This is an optimization exercise on Yosys and OpenROAD, whose aim is small area, a short achievable clock period and few clock cycles, not a production implementation.
Only simulation tests tie the RTL to the original design; equivalence was not proved.
Power and IR drop assume default switching activity.

[flow/run.sh]
#!/bin/bash
# synth_recipe.tcl (not shown) runs the flow's synth.tcl, then flattens the netlist and writes it again
# the make line also repeats each setting of config.mk as NAME=value (left out here)
make -C /OpenROAD-flow-scripts/flow DESIGN_CONFIG=/design/flow/config.mk WORK_HOME=/design/flow/orfs CLKGATE_MAP_FILE= SYNTH_SCRIPT=/design/flow/synth_recipe.tcl finish
[flow/config.mk]
export PLATFORM = sky130hd
export DESIGN_NAME = riscv_core
export DESIGN_NICKNAME = riscv_core
export VERILOG_FILES = /design/flow/design.v
export SDC_FILE = /design/flow/constraint.sdc
export NUM_CORES = 4
export LEC_CHECK = 0
export CAP_MARGIN = 20
export CORE_MARGIN = 2
export CORE_UTILIZATION = 40
export SLEW_MARGIN = 20
[flow/constraint.sdc]
create_clock -name core_clock -period 12.0 [get_ports {raw_clk}]
set_input_delay 2.4000 -clock core_clock [delete_from_list [all_inputs] [get_ports {raw_clk}]]
set_output_delay 2.4000 -clock core_clock [all_outputs]
set_load 0.01 [all_outputs]
[flow/design.v]
package riscv_pkg;
  localparam int addr_width = 16;
  localparam int xlen = 32;
  localparam logic [addr_width-1:0] start_pc = 16'h4000;
  localparam logic [6:0] op_lui     = 7'b0110111;
  localparam logic [6:0] op_auipc   = 7'b0010111;
  localparam logic [6:0] op_jal     = 7'b1101111;
  localparam logic [6:0] op_jalr    = 7'b1100111;
  localparam logic [6:0] op_branch  = 7'b1100011;
  localparam logic [6:0] op_load    = 7'b0000011;
  localparam logic [6:0] op_store   = 7'b0100011;
  localparam logic [6:0] op_alu_imm = 7'b0010011;
  localparam logic [6:0] op_alu_reg = 7'b0110011;
  localparam logic [6:0] op_system  = 7'b1110011;
endpackage
`timescale 1ns/1ps
module alu
(
  input  logic [2:0]  funct3,
  input  logic        sub,           
  input  logic        arith,         
  input  logic [31:0] operand_a,
  input  logic [31:0] operand_b,
  output logic [31:0] result,
  output logic [31:0] sum,
  output logic        branch_taken
);
  logic [32:0] wide;
  logic        lt_signed;
  logic        lt_unsigned;
  logic        eq;
  logic [4:0]  shamt;
  logic        left;
  logic [31:0] sh_in;
  logic [32:0] sh_wide;
  logic [31:0] sh_out;
  logic [31:0] sh_res;
  assign wide = {1'b0, operand_a} + {1'b0, sub ? ~operand_b : operand_b} + {32'd0, sub};
  assign sum = wide[31:0];
  assign lt_unsigned = ~wide[32];
  assign lt_signed = (operand_a[31] ^ operand_b[31]) ? operand_a[31] : wide[31];
  assign eq = (operand_a == operand_b);
  assign shamt = operand_b[4:0];
  assign left = (funct3 == 3'b001);
  always_comb
    for (int i = 0; i < 32; i++)
      sh_in[i] = left ? operand_a[31 - i] : operand_a[i];
  assign sh_wide = $signed({arith & operand_a[31], sh_in}) >>> shamt;
  always_comb
    for (int i = 0; i < 32; i++)
      sh_out[i] = left ? sh_wide[31 - i] : sh_wide[i];
  assign sh_res = sh_out;
  always_comb
  begin
    case (funct3)
      3'b000: result = sum;
      3'b001: result = sh_res;
      3'b010: result = {31'd0, lt_signed};
      3'b011: result = {31'd0, lt_unsigned};
      3'b100: result = operand_a ^ operand_b;
      3'b101: result = sh_res;
      3'b110: result = operand_a | operand_b;
      default: result = operand_a & operand_b;
    endcase
  end
  always_comb
  begin
    logic cond;
    cond = funct3[2] ? (funct3[1] ? lt_unsigned : lt_signed) : eq;
    branch_taken = cond ^ funct3[0];
  end
endmodule
`timescale 1ns/1ps
module register_file
(
  input  logic        raw_clk,
  input  logic [4:0]  rs1_addr,
  input  logic [4:0]  rs2_addr,
  output logic [31:0] rs1_data,
  output logic [31:0] rs2_data,
  input  logic        rd_we,
  input  logic [4:0]  rd_addr,
  input  logic [31:0] rd_wdata
);
  logic [31:0] regs [1:31];
  assign rs1_data = (rs1_addr == 5'd0) ? 32'h0000_0000 : regs[rs1_addr];
  assign rs2_data = (rs2_addr == 5'd0) ? 32'h0000_0000 : regs[rs2_addr];
  always_ff @(posedge raw_clk)
  begin
    if (rd_we && rd_addr != 5'd0)
      regs[rd_addr] <= rd_wdata;
  end
endmodule
`timescale 1ns/1ps
module load_store_unit
(
  input  logic [2:0]  st_funct3,
  input  logic [1:0]  st_ea_low,
  input  logic [31:0] store_data,
  output logic [31:0] wdata,
  output logic [3:0]  byte_en,
  input  logic [2:0]  ld_funct3,
  input  logic [1:0]  ld_ea_low,
  input  logic [31:0] rdata,
  output logic [31:0] load_value
);
  logic [7:0]  load_byte;
  logic [15:0] load_half;
  logic        unsigned_load;
  always_comb
  begin
    case (st_funct3[1:0])
      2'b00:
      begin
        wdata = {4{store_data[7:0]}};
        byte_en = 4'b0001 << st_ea_low;
      end
      2'b01:
      begin
        wdata = {2{store_data[15:0]}};
        byte_en = st_ea_low[1] ? 4'b1100 : 4'b0011;
      end
      default:
      begin
        wdata = store_data;
        byte_en = 4'b1111;
      end
    endcase
  end
  assign unsigned_load = ld_funct3[2];
  assign load_byte = rdata[8*ld_ea_low +: 8];
  assign load_half = ld_ea_low[1] ? rdata[31:16] : rdata[15:0];
  always_comb
  begin
    case (ld_funct3[1:0])
      2'b00: load_value = {{24{load_byte[7] & ~unsigned_load}}, load_byte};
      2'b01: load_value = {{16{load_half[15] & ~unsigned_load}}, load_half};
      default: load_value = rdata;
    endcase
  end
endmodule
`timescale 1ns/1ps
module core_control
(
  input  logic                 raw_clk,
  input  logic                 button_reset,
  input  logic                 button_halt,
  input  logic [31:0]          mem_rdata,
  output logic [15:0]          mem_addr,
  output logic [31:0]          mem_wdata,
  output logic [3:0]           mem_byte_en,
  output logic                 mem_enable,
  output logic                 mem_write,
  output logic [2:0]           st_funct3,
  output logic [1:0]           st_ea_low,
  input  logic [31:0]          store_wdata,
  input  logic [3:0]           store_byte_en,
  output logic [2:0]           ld_funct3,
  output logic [1:0]           ld_ea_low,
  input  logic [31:0]          load_value,
  output logic [4:0]           rs1_addr,
  output logic [4:0]           rs2_addr,
  input  logic [31:0]          rs1_data,
  input  logic [31:0]          rs2_data,
  output logic                 rd_we,
  output logic [4:0]           rd_addr,
  output logic [31:0]          rd_wdata,
  output logic [2:0]           alu_funct3,
  output logic                 alu_sub,
  output logic                 alu_arith,
  output logic [31:0]          operand_a,
  output logic [31:0]          operand_b,
  input  logic [31:0]          alu_result,
  input  logic [31:0]          alu_sum,
  input  logic                 branch_taken,
  output logic                 halted,
  output logic                 error
);
  logic [15:0] req_addr;
  logic        req_en;
  logic        req_we;
  logic [31:0] req_wdata;
  logic [3:0]  req_be;
  logic        req_fetch;       
  logic        req_load;
  logic [4:0]  req_rd;
  logic [2:0]  req_f3;
  logic [15:0] resp_addr;
  logic        resp_fetch;
  logic        resp_load;
  logic [4:0]  resp_rd;
  logic [2:0]  resp_f3;
  logic [15:0] fpc;             
  logic [31:0] ir;
  logic [15:0] ir_pc;
  logic        ir_valid;
  logic        stopped;
  assign mem_addr    = req_addr;
  assign mem_enable  = req_en;
  assign mem_write   = req_we;
  assign mem_wdata   = req_wdata;
  assign mem_byte_en = req_be;
  logic [6:0]  opcode;
  logic [2:0]  funct3;
  logic [4:0]  rd;
  logic        is_lui, is_auipc, is_jal, is_jalr, is_branch;
  logic        is_load, is_store, is_alui, is_alur, is_system, is_unknown;
  logic [31:0] i_imm, s_imm, b_imm, u_imm, j_imm;
  assign opcode = ir[6:0];
  assign funct3 = ir[14:12];
  assign rd     = ir[11:7];
  assign is_lui    = (opcode == riscv_pkg::op_lui);
  assign is_auipc  = (opcode == riscv_pkg::op_auipc);
  assign is_jal    = (opcode == riscv_pkg::op_jal);
  assign is_jalr   = (opcode == riscv_pkg::op_jalr);
  assign is_branch = (opcode == riscv_pkg::op_branch);
  assign is_load   = (opcode == riscv_pkg::op_load);
  assign is_store  = (opcode == riscv_pkg::op_store);
  assign is_alui   = (opcode == riscv_pkg::op_alu_imm);
  assign is_alur   = (opcode == riscv_pkg::op_alu_reg);
  assign is_system = (opcode == riscv_pkg::op_system);
  assign is_unknown = !(is_lui || is_auipc || is_jal || is_jalr || is_branch || is_load ||
                        is_store || is_alui || is_alur || is_system);
  assign i_imm = {{20{ir[31]}}, ir[31:20]};
  assign s_imm = {{20{ir[31]}}, ir[31:25], ir[11:7]};
  assign b_imm = {{19{ir[31]}}, ir[31], ir[7], ir[30:25], ir[11:8], 1'b0};
  assign u_imm = {ir[31:12], 12'h000};
  assign j_imm = {{11{ir[31]}}, ir[31], ir[19:12], ir[20], ir[30:21], 1'b0};
  assign rs1_addr = ir[19:15];
  assign rs2_addr = ir[24:20];
  logic uses_rs1;
  logic uses_rs2;
  logic writes_rd;
  assign uses_rs1  = !(is_lui || is_auipc || is_jal);
  assign uses_rs2  = is_branch || is_store || is_alur;
  assign writes_rd = is_lui || is_auipc || is_jal || is_jalr || is_load || is_alui || is_alur;
  logic hazard;
  logic ld_wb;
  logic ex;
  logic redirect;
  logic memop;
  logic drop;
  logic halt_btn;
  logic stop_now;
  assign hazard = req_load && (req_rd != 5'd0) &&
                  ((uses_rs1 && rs1_addr == req_rd) || (uses_rs2 && rs2_addr == req_rd) ||
                   (writes_rd && rd == req_rd));
  assign ld_wb  = resp_load;
  assign ex     = ir_valid && !hazard && !ld_wb && !stopped;
  assign redirect = ex && (is_jal || is_jalr || (is_branch && branch_taken));
  assign memop    = ex && (is_load || is_store);
  assign drop     = resp_fetch && ir_valid && !ex;
  assign halt_btn = !button_halt && !error;
  assign stop_now = halt_btn || (ex && (is_system || is_unknown)) || stopped;
  assign alu_funct3 = funct3;
  assign alu_sub    = is_branch || ((is_alur || is_alui) && funct3[2:1] == 2'b01) ||
                      (is_alur && funct3 == 3'b000 && ir[30]);
  assign alu_arith  = ir[30];
  assign operand_a  = rs1_data;
  assign operand_b  = (is_alur || is_branch) ? rs2_data : is_store ? s_imm : i_imm;
  logic [15:0] pc_target;
  logic [15:0] jump_target;
  logic [15:0] link;
  logic [31:0] aux_value;
  assign pc_target   = ir_pc + (is_jal ? j_imm[15:0] : b_imm[15:0]);
  assign jump_target = is_jalr ? {alu_sum[15:2], 2'b00} : pc_target;
  assign link        = ir_pc + 16'd4;
  assign aux_value   = is_lui   ? u_imm :
                       is_auipc ? ({16'h0000, ir_pc} + u_imm) :
                                  {16'h0000, link};
  assign rd_we    = ld_wb || (ex && writes_rd);
  assign rd_addr  = ld_wb ? resp_rd : rd;
  assign rd_wdata = ld_wb ? load_value : ((is_alur || is_alui) ? alu_result : aux_value);
  assign ld_funct3 = resp_f3;
  assign ld_ea_low = resp_addr[1:0];
  assign st_funct3 = funct3;
  assign st_ea_low = alu_sum[1:0];
  assign halted = stopped && !error;
  always_ff @(posedge raw_clk)
  begin
    req_wdata <= store_wdata;
    req_be    <= store_byte_en;
    req_rd    <= rd;
    req_f3    <= funct3;
    resp_addr <= req_addr;
    resp_rd   <= req_rd;
    resp_f3   <= req_f3;
    if (!ir_valid || ex)
    begin
      ir    <= mem_rdata;
      ir_pc <= resp_addr;
    end
    if (!button_reset)
    begin
      req_addr   <= riscv_pkg::start_pc;
      req_en     <= 1'b1;
      req_we     <= 1'b0;
      req_fetch  <= 1'b1;
      req_load   <= 1'b0;
      fpc        <= riscv_pkg::start_pc + 16'd4;
      resp_fetch <= 1'b0;
      resp_load  <= 1'b0;
      ir_valid   <= 1'b0;
      stopped    <= 1'b0;
      error      <= 1'b0;
    end
    else
    begin
      resp_fetch <= req_fetch && !redirect && !drop;
      resp_load  <= req_load;
      if (!ir_valid || ex)
        ir_valid <= resp_fetch && !redirect;
      if (stop_now)
      begin
        req_en    <= 1'b0;
        req_we    <= 1'b0;
        req_fetch <= 1'b0;
        req_load  <= 1'b0;
        stopped   <= 1'b1;
        if (!halt_btn && !stopped && ex && is_unknown)
          error <= 1'b1;
      end
      else if (memop)
      begin
        req_addr  <= alu_sum[15:0];
        req_en    <= 1'b1;
        req_we    <= is_store;
        req_fetch <= 1'b0;
        req_load  <= is_load;
      end
      else
      begin
        req_en    <= 1'b1;
        req_we    <= 1'b0;
        req_fetch <= 1'b1;
        req_load  <= 1'b0;
        if (redirect)
        begin
          req_addr <= jump_target;
          fpc      <= jump_target + 16'd4;
        end
        else if (drop)
        begin
          req_addr <= resp_addr;
          fpc      <= resp_addr + 16'd4;
        end
        else
        begin
          req_addr <= fpc;
          fpc      <= fpc + 16'd4;
        end
      end
    end
  end
endmodule
`timescale 1ns/1ps
module riscv_core
(
  input  logic                raw_clk,
  input  logic                button_reset,
  input  logic                button_halt,
  output logic [15:0]         mem_addr,
  output logic [31:0]         mem_wdata,
  output logic [3:0]          mem_byte_en,
  output logic                mem_enable,
  output logic                mem_write,
  input  logic [31:0]         mem_rdata,
  output logic                halted,
  output logic                error
);
  logic [2:0]  st_funct3;
  logic [1:0]  st_ea_low;
  logic [31:0] store_wdata;
  logic [3:0]  store_byte_en;
  logic [2:0]  ld_funct3;
  logic [1:0]  ld_ea_low;
  logic [31:0] load_value;
  logic [4:0]  rs1_addr;
  logic [4:0]  rs2_addr;
  logic [31:0] rs1_data;
  logic [31:0] rs2_data;
  logic        rd_we;
  logic [4:0]  rd_addr;
  logic [31:0] rd_wdata;
  logic [2:0]  alu_funct3;
  logic        alu_sub;
  logic        alu_arith;
  logic [31:0] operand_a;
  logic [31:0] operand_b;
  logic [31:0] alu_result;
  logic [31:0] alu_sum;
  logic        branch_taken;
  core_control i_control
  (
    .raw_clk       (raw_clk),
    .button_reset  (button_reset),
    .button_halt   (button_halt),
    .mem_rdata     (mem_rdata),
    .mem_addr      (mem_addr),
    .mem_wdata     (mem_wdata),
    .mem_byte_en   (mem_byte_en),
    .mem_enable    (mem_enable),
    .mem_write     (mem_write),
    .st_funct3     (st_funct3),
    .st_ea_low     (st_ea_low),
    .store_wdata   (store_wdata),
    .store_byte_en (store_byte_en),
    .ld_funct3     (ld_funct3),
    .ld_ea_low     (ld_ea_low),
    .load_value    (load_value),
    .rs1_addr      (rs1_addr),
    .rs2_addr      (rs2_addr),
    .rs1_data      (rs1_data),
    .rs2_data      (rs2_data),
    .rd_we         (rd_we),
    .rd_addr       (rd_addr),
    .rd_wdata      (rd_wdata),
    .alu_funct3    (alu_funct3),
    .alu_sub       (alu_sub),
    .alu_arith     (alu_arith),
    .operand_a     (operand_a),
    .operand_b     (operand_b),
    .alu_result    (alu_result),
    .alu_sum       (alu_sum),
    .branch_taken  (branch_taken),
    .halted        (halted),
    .error         (error)
  );
  register_file i_register_file
  (
    .raw_clk  (raw_clk),
    .rs1_addr (rs1_addr),
    .rs2_addr (rs2_addr),
    .rs1_data (rs1_data),
    .rs2_data (rs2_data),
    .rd_we    (rd_we),
    .rd_addr  (rd_addr),
    .rd_wdata (rd_wdata)
  );
  alu i_alu
  (
    .funct3       (alu_funct3),
    .sub          (alu_sub),
    .arith        (alu_arith),
    .operand_a    (operand_a),
    .operand_b    (operand_b),
    .result       (alu_result),
    .sum          (alu_sum),
    .branch_taken (branch_taken)
  );
  load_store_unit i_load_store_unit
  (
    .st_funct3  (st_funct3),
    .st_ea_low  (st_ea_low),
    .store_data (rs2_data),
    .wdata      (store_wdata),
    .byte_en    (store_byte_en),
    .ld_funct3  (ld_funct3),
    .ld_ea_low  (ld_ea_low),
    .rdata      (mem_rdata),
    .load_value (load_value)
  );
endmodule
==> impl_metrics.csv <==
group,metric,value,unit
grt,overflow,0,
job,drv_cap,0,
clocking,cts_sinks,1159,
route,drt_pre_antenna_iters,8,
critical_path,endpoint_kind,"register",
clocking,hold_buffers,0,
logic_synthesis,synth_enable_flop_cells,1040,
place,gp_congestion,1.04,
worst_hold_path,hp-class,"reg2reg",
clocking,post_cts_buffers,0,
critical_path,r2r_cells,26,
timing,setup_viol_count_final,0,
critical_path,r2r-end,"i_control.fpc[14]",
grt,grt_max_degree,138,
route,first_iter_violations,5981,
finish,syn_to_final_growth,12.6,%
timing,worst_pin_slew,1.15,ns
die,start_util,40.3,%
grt,antenna_found_initial,6,
clocking,cts_made_buffers,118,
critical_path,cp-start-kind,"register",
place,io_buffer_count,90,
critical_path,cp.arrival,10.03,ns
clocking,ctsResizeCount,0,
logic_synthesis,yosysWarningCount,4,
route,routedWlPerCell,35.2,um
logic_synthesis,syn-cell-area,62200,um2
route,vias,42400,
logic_synthesis,ys_seq_elements,1159,
die,dieHeight,398,um
logic_synthesis,ys_types,90,
logic_synthesis,synth.most_common_cell,"edfxtp_1",
critical_path,worstSetupEndpoint,"i_control.fpc[14]",
logic_synthesis,yosysTopAreaCellShare,50.2,%
power_and_ir_drop,ir_drop,0.000122,V
clocking,clk_pin_slew,0.06,ns
logic_synthesis,post_synth.cell_area_avg,14.4,um2
grt,grt_pass1_wl,319000,um
timing,tns,0,ns
outcome,status,"complete, no violations",
clocking,cts_root_buf,"clkbuf_16",
logic_synthesis,synth_top_cell_by_area,"edfxtp_1",
route,viasPerCell,6.51,
logic_synthesis,synth-async-reset-ratio,0,%
clocking,clk_latency,0.78,ns
timing,layout_min_cycle_time,9.39,ns
timing,rsz0062_at_grt,"false",
route,drcViolationCount,0,
place,place_hpwl,145000,um
finish,final_nets,4504,
die,io_pins,91,
power_and_ir_drop,power_density,149,nW/um2
route,drtAntennaViolNets,0,
clocking,tritoncts,"yes",
finish,finalNonFillerCells,6507,
timing,finalHoldViolCount,0,
critical_path,critical_path_class,"reg2reg",
clocking,h-tree-depth,3,
timing,slew-limit-headroom,23.0,%
finish,drive_above_1_share,23.4,%
logic_synthesis,ys_seq_area_share,54.0,%
die,design.core.area,154000,um2
grt,grtUsageTotal,28.6,%
timing,fin_skew,0.0609,ns
critical_path,cp_max_fo,51,
die,die_area,159000,um2
logic_synthesis,synth_nets,4460,
route,finalWirelength,229000,um
timing,drv_slew,0,
clocking,clk_path_buf_depth,3,
critical_path,ff2ff_setup_slack,2.61,ns
timing,clock.fmax,0.107,GHz
critical_path,required,12.64,ns
timing,min_period_over_period,78.2,%
grt,grt_pass1_vias,41200,
die,rows,144,
logic_synthesis,synth_cells,4307,
die,die_w,398,um
logic_synthesis,synthTopCellsByCount,"1,040 x edfxtp_1, 569 x mux4_2, 316 x nand2_1",
power_and_ir_drop,p_leak,23.7,nW
place,post-place-cells,6273,
logic_synthesis,ys_top_cells_by_area,"edfxtp_1 50%, mux4_2 21%, dfxtp_1 3.8%",
logic_synthesis,ys.flop_type,"edfxtp_1",
## worst min-delay path by stage
| stage | start | slack [ns] | cells after the start | end |
|---|---|---|---|---|
| global placement | i_control.req_f3[2] | 0.31 | 0 | i_control.resp_f3[2] |
| finish | i_control.req_f3[1] | 0.33 | 0 | i_control.resp_f3[1] |
| floorplan | i_control.req_f3[0] | 0.31 | 0 | i_control.resp_f3[0] |
| detailed placement | i_control.req_f3[2] | 0.31 | 0 | i_control.resp_f3[2] |
| CTS | i_control.req_f3[2] | 0.33 | 0 | i_control.resp_f3[2] |
| global route | i_control.req_f3[1] | 0.34 | 0 | i_control.resp_f3[1] |
## cell families (layout without fill, tap and decap cells)
| group | Yosys count | in the layout | synth area share, % |
|---|---|---|---|
| multiplexers | 818 | 818 | 24.7 |
| AND/OR/NAND/NOR | 836 | 836 | 5.91 |
| XOR/XNOR | 126 | 126 | 1.77 |
| other | 0 | 8 | 0 |
| flip-flops | 1159 | 1159 | 54.0 |
| AO/OA/AOI/OAI | 827 | 827 | 8.42 |
| buffers and inverters | 423 | 571 | 2.75 |
| adder cells (fa/ha/maj) | 118 | 118 | 2.41 |
## cell type report
| cell class | count | area [um2] |
|---|---|---|
| tap | 2044 | 2560 |
| multi-input combinational | 2725 | 27400 |
| clock buffer | 147 | 3150 |
| timing repair buffer | 233 | 2070 |
| inverter | 114 | 433 |
| fill | 13500 | 84100 |
| antenna | 8 | 20.0 |
| clock inverter | 77 | 783 |
| sequential | 1159 | 33600 |
## report_power, final
part	total, mW	internal (mW)	switching, mW	leakage [nW]
clock network	3.75	2.13	1.62	1.93
logic	2.11	0.779	1.33	11.3
registers	4.56	4.47	0.0899	10.5
## stage by stage
stage	total power, mW	area [um2]	util (%)	setup WS, ns	hold WS (ns)
after global placement	6.70	66100	42.9	3.03	0.311
after detailed placement	6.69	66100	42.9	2.86	0.312
after global routing	10.7	70100	45.4	2.12	0.339
after floorplan	5.87	62200	-	3.54	0.310
after CTS	10.4	70000	45.4	2.84	0.329
final	10.4	70100	45.4	2.61	0.329
## worst max-delay path, cell delays in order, from the launching register on
cell	delay (ns)
dfxtp_4	0.62
buf_4	0.67
mux4_2	0.33
mux2_2	0.15
o22ai_1	0.07
nor3_1	0.55
a21o_1	0.94
inv_2	0.57
xnor2_1	0.36
inv_1	0.09
fa_1	0.47
nor2b_1	0.18
o31a_1	0.26
o41a_1	0.26
a41o_1	0.35
a31oi_1	0.21
o211ai_1	0.37
nor2_1	0.08
mux2_4	0.30
o41ai_4	0.28
buf_4	0.45
a211oi_1	0.12
a21oi_2	0.20
ha_1	0.25
nand4_1	0.28
or4_1	0.60
o311a_1	0.12
## cells in the final DEF (no fill, tap or decap), types with 110 or more instances in the layout
cell type,count
edfxtp_1,1040
mux4_2,569
nand2_1,316
a21oi_1,304
nor2_1,249
mux2i_1,216
o21ai_0,149
buf_4,134
clkbuf_16,120
ha_1,115
dfxtp_1,110
## sequential cells by signal (all words and copies together) (netlist names), 16 cells and up, named ones only
signal	cells
i_control.ir_pc	16
i_control.fpc	16
i_register_file.regs	992
i_control.req_addr	16
i_control.resp_addr	16
i_control.ir	32
i_control.req_wdata	32
## layer usage
layer  GRT usage [%]  share of wire (%)  vias up
met3            4.78                9.2      471
met2            44.7                 46     2426
met5               0                  0        -
met4            13.1                5.0        0
li1                -                  -    17400
met1            39.1                 39    22100
Testbench counts, summed over its fixed seeds: cycles 134,829.

[re-timing with driven ports]
No port has a modelled driver above. Below, the same layout with a new extraction and two added sets of constraints.
Step 1 (the two cells are an assumption about what drives the block):
set clk [get_ports {raw_clk}]
set_driving_cell -lib_cell sky130_fd_sc_hd__clkbuf_16 $clk
set_driving_cell -lib_cell sky130_fd_sc_hd__buf_2 [delete_from_list [all_inputs] $clk]
Step 2 moves the port delays by t, midway between the first and last clock arrival at a register: inputs arrive t later, outputs are due t later. That takes back most of the time a late clock gives input paths.
Slacks: no drivers / after step 1 / after step 2; pairs: no drivers / after step 1.
t, ns: 0.828
setup slack, ns: 2.615 / 2.615 / 2.615
worst slew at a driven data input, ns: 0.06
cell pins on the clock port's net: 1
After both steps this run still meets setup and hold. For this run, drivers alone change the setup slack by 0.000 ns; drivers and shift together by 0.000 ns.
